This design comes from an exercise in tuning for small area on the open sky130 flow, not from production work. In this exercise RTL edits were held to simulation tests only and were not proved equivalent to the original. Power is estimated from default activity; no workload was simulated.

==> module sobel_window_gen, before the edit <==
module sobel_window_gen
#(
    parameter int IMG_W = sobel_pkg::IMG_W_DEF,
    parameter int IMG_H = sobel_pkg::IMG_H_DEF
) (
    input  logic        sys_clk_i,
    input  logic        sys_rst_ni,
    input  logic        pix_valid_i,
    input  logic        sof_i,
    input  sobel_pkg::pix_t        data_red_i,
    input  sobel_pkg::pix_t        data_green_i,
    input  sobel_pkg::pix_t        data_blue_i,
    output logic [71:0] win_o,
    output logic        win_valid_o,
    output logic        frame_done_o
);
    localparam int CW    = (IMG_W > 1) ? $clog2(IMG_W) : 1;
    localparam int RW    = (IMG_H > 1) ? $clog2(IMG_H) : 1;
    localparam int DEPTH = 2 * IMG_W + 3;
    sobel_pkg::state_t          state_q;
    logic [CW-1:0]   col_q, cur_col, nxt_col;
    logic [RW-1:0]   row_q, cur_row, nxt_row;
    logic            take, eol, last, win_gate;
    sobel_pkg::pix_t gray, gray_q;
    logic            shift_q, shift_nq, pol_q;
    logic [1:0]      vld_pipe, done_pipe;
    logic [DEPTH*8-1:0] sr, sr_nxt;
    always_comb begin
        take     = pix_valid_i && (sof_i || state_q == sobel_pkg::FILL || state_q == sobel_pkg::STREAM);
        cur_col  = sof_i ? '0 : col_q;
        cur_row  = sof_i ? '0 : row_q;
        eol      = (cur_col == CW'(IMG_W - 1));
        last     = eol && (cur_row == RW'(IMG_H - 1));
        nxt_col  = eol ? '0 : cur_col + CW'(1);
        nxt_row  = eol ? (last ? '0 : cur_row + RW'(1)) : cur_row;
        win_gate = take && (cur_row >= RW'(2)) && (cur_col >= CW'(2));
    end
    always_ff @(posedge sys_clk_i or negedge sys_rst_ni) begin
        if (!sys_rst_ni) begin
            state_q <= sobel_pkg::IDLE;
            col_q   <= '0;
            row_q   <= '0;
        end else begin
            if (take) begin
                col_q <= nxt_col;
                row_q <= nxt_row;
            end
            case (state_q)
                sobel_pkg::IDLE:    if (take) state_q <= sobel_pkg::FILL;
                sobel_pkg::FILL:    if (take && !sof_i && eol && cur_row == RW'(1)) state_q <= sobel_pkg::STREAM;
                sobel_pkg::STREAM:  if (take) begin
                             if (sof_i)     state_q <= sobel_pkg::FILL;
                             else if (last) state_q <= sobel_pkg::DONE;
                         end
                sobel_pkg::DONE:    state_q <= take ? sobel_pkg::FILL : sobel_pkg::IDLE;
                default: state_q <= sobel_pkg::IDLE;
            endcase
        end
    end
    always_ff @(posedge sys_clk_i or negedge sys_rst_ni) begin
        if (!sys_rst_ni) begin
            vld_pipe  <= '0;
            done_pipe <= '0;
            shift_q   <= 1'b0;
            shift_nq  <= 1'b1;
            pol_q     <= 1'b0;
        end else begin
            vld_pipe  <= {vld_pipe[0], win_gate};
            done_pipe <= {done_pipe[0], take && last};
            shift_q   <= take;
            shift_nq  <= !take;
            pol_q     <= !pol_q;
        end
    end
    sobel_gray u_gray (
        .r (data_red_i),
        .g (data_green_i),
        .b (data_blue_i),
        .y (gray)
    );
    always_ff @(posedge sys_clk_i) begin
        gray_q <= gray;
    end
    localparam logic [DEPTH-1:0] PLAIN = (DEPTH'(7) << (2 * IMG_W)) | (DEPTH'(7) << IMG_W) | DEPTH'(7);
    sobel_line_buf #(
        .DEPTH (DEPTH),
        .PLAIN (PLAIN)
    ) u_sr (
        .sh        (shift_q),
        .sh_n      (shift_nq),
        .pol       (pol_q),
        .din       (gray_q),
        .q         (sr),
        .nxt       (sr_nxt)
    );
    always_ff @(posedge sys_clk_i) begin
        sr <= sr_nxt;
    end
    assign win_o = {sr[(2*IMG_W+2)*8 +: 8], sr[(2*IMG_W+1)*8 +: 8], sr[(2*IMG_W)*8 +: 8],
                    sr[(IMG_W+2)*8 +: 8],   sr[(IMG_W+1)*8 +: 8],   sr[IMG_W*8 +: 8],
                    sr[2*8 +: 8],           sr[1*8 +: 8],           sr[0 +: 8]};
    assign win_valid_o  = vld_pipe[1];
    assign frame_done_o = done_pipe[1];
endmodule
export LEC_CHECK = 0
export CAP_MARGIN = 20
export CORE_MARGIN = 2
export CORE_UTILIZATION = 75
export CTS_BUF_LIST = sky130_fd_sc_hd__clkbuf_16
export CTS_CLUSTER_DIAMETER = 80
export CTS_CLUSTER_SIZE = 30
export SLEW_MARGIN = 20
export SYNTH_HIERARCHICAL = 1
create_clock -name core_clock -period 10.0 [get_ports {sys_clk_i}]
run.sh (not shown) runs the stock make flow with config.mk's settings and CLKGATE_MAP_FILE= SYNTH_SCRIPT=/design/flow/synth_recipe.tcl, a recipe that flattens the netlist after the stock synthesis.
The first run produced a clean layout.
Change:
--- a/flow/design.v
+++ b/flow/design.v
@@ -1,16 +1,10 @@
 package sobel_pkg;
     localparam int IMG_W_DEF = 160;
     localparam int IMG_H_DEF = 120;
     typedef logic [7:0] pix_t;
-    typedef enum logic [1:0] {
-        IDLE,
-        FILL,
-        STREAM,
-        DONE
-    } state_t;
 endpackage
 module sobel_fa (
     input  logic a, b, c,
     output logic s, co
 );
     assign s  = a ^ b ^ c;
@@ -164,50 +158,37 @@
     output logic        win_valid_o,
     output logic        frame_done_o
 );
     localparam int CW    = (IMG_W > 1) ? $clog2(IMG_W) : 1;
     localparam int RW    = (IMG_H > 1) ? $clog2(IMG_H) : 1;
     localparam int DEPTH = 2 * IMG_W + 3;
-    sobel_pkg::state_t          state_q;
-    logic [CW-1:0]   col_q, cur_col, nxt_col;
-    logic [RW-1:0]   row_q, cur_row, nxt_row;
+    logic            run_q;
+    logic [CW-1:0]   col_q, nxt_col;
+    logic [RW-1:0]   row_q, nxt_row;
     logic            take, eol, last, win_gate;
     sobel_pkg::pix_t gray, gray_q;
     logic            shift_q, shift_nq, pol_q;
     logic [1:0]      vld_pipe, done_pipe;
     logic [DEPTH*8-1:0] sr, sr_nxt;
     always_comb begin
-        take     = pix_valid_i && (sof_i || state_q == sobel_pkg::FILL || state_q == sobel_pkg::STREAM);
-        cur_col  = sof_i ? '0 : col_q;
-        cur_row  = sof_i ? '0 : row_q;
-        eol      = (cur_col == CW'(IMG_W - 1));
-        last     = eol && (cur_row == RW'(IMG_H - 1));
-        nxt_col  = eol ? '0 : cur_col + CW'(1);
-        nxt_row  = eol ? (last ? '0 : cur_row + RW'(1)) : cur_row;
-        win_gate = take && (cur_row >= RW'(2)) && (cur_col >= CW'(2));
+        take     = pix_valid_i && (sof_i || run_q);
+        eol      = !sof_i && (col_q == CW'(IMG_W - 1));
+        last     = eol && (row_q == RW'(IMG_H - 1));
+        nxt_col  = sof_i ? CW'(1) : ((col_q == CW'(IMG_W - 1)) ? '0 : col_q + CW'(1));
+        nxt_row  = eol ? (last ? '0 : row_q + RW'(1)) : (sof_i ? '0 : row_q);
+        win_gate = take && !sof_i && (row_q >= RW'(2)) && (col_q >= CW'(2));
     end
     always_ff @(posedge sys_clk_i or negedge sys_rst_ni) begin
         if (!sys_rst_ni) begin
-            state_q <= sobel_pkg::IDLE;
-            col_q   <= '0;
-            row_q   <= '0;
-        end else begin
-            if (take) begin
-                col_q <= nxt_col;
-                row_q <= nxt_row;
-            end
-            case (state_q)
-                sobel_pkg::IDLE:    if (take) state_q <= sobel_pkg::FILL;
-                sobel_pkg::FILL:    if (take && !sof_i && eol && cur_row == RW'(1)) state_q <= sobel_pkg::STREAM;
-                sobel_pkg::STREAM:  if (take) begin
-                             if (sof_i)     state_q <= sobel_pkg::FILL;
-                             else if (last) state_q <= sobel_pkg::DONE;
-                         end
-                sobel_pkg::DONE:    state_q <= take ? sobel_pkg::FILL : sobel_pkg::IDLE;
-                default: state_q <= sobel_pkg::IDLE;
-            endcase
+            run_q <= 1'b0;
+            col_q <= '0;
+            row_q <= '0;
+        end else if (take) begin
+            run_q <= !last;
+            col_q <= nxt_col;
+            row_q <= nxt_row;
         end
     end
     always_ff @(posedge sys_clk_i or negedge sys_rst_ni) begin
         if (!sys_rst_ni) begin
             vld_pipe  <= '0;
             done_pipe <= '0;
=> Wire length is higher by 0.41%. Worst setup slack is worse by 0.011 ns. Clock skew rose by 0.015 ns. Power fell by 34%. Clock power stays flat. Cell area barely changes. Flip-flop and latch count is lower by 1. Clock-buffer cell count shrinks by 1. Maximum frequency barely changes.

[re-timing with driven ports]
How much do the figures lean on ideal ports? The routed layouts below were timed once more, with nothing changed but the port constraints. Step 1, drivers: a clkbuf_16 drives sys_clk_i and a buf_2 each remaining input, both assumed. Step 2 moves the port delays by t, midway between the first and last clock arrival at a register: inputs arrive t later, outputs are due t later. That takes back most of the time a late clock gives input paths. a / b / c = ideal / step 1 / step 2; a / b = the first two.
run	t, ns	setup WS [ns]	latest minus earliest clock arrival (ns)	worst slew at a driven data input, ns
the first run	0.762	0.233 / 0.281 / -0.481	0.027 / 0.027	0.04
the second run	0.751	0.221 / 0.267 / -0.484	0.041 / 0.042	0.04
With both steps, setup timing fails in the first run and the second run, where it was met with ideal ports. The setup slack of the first run, which loses most, moves by +0.048 ns with the drivers and by -0.714 ns with both steps.
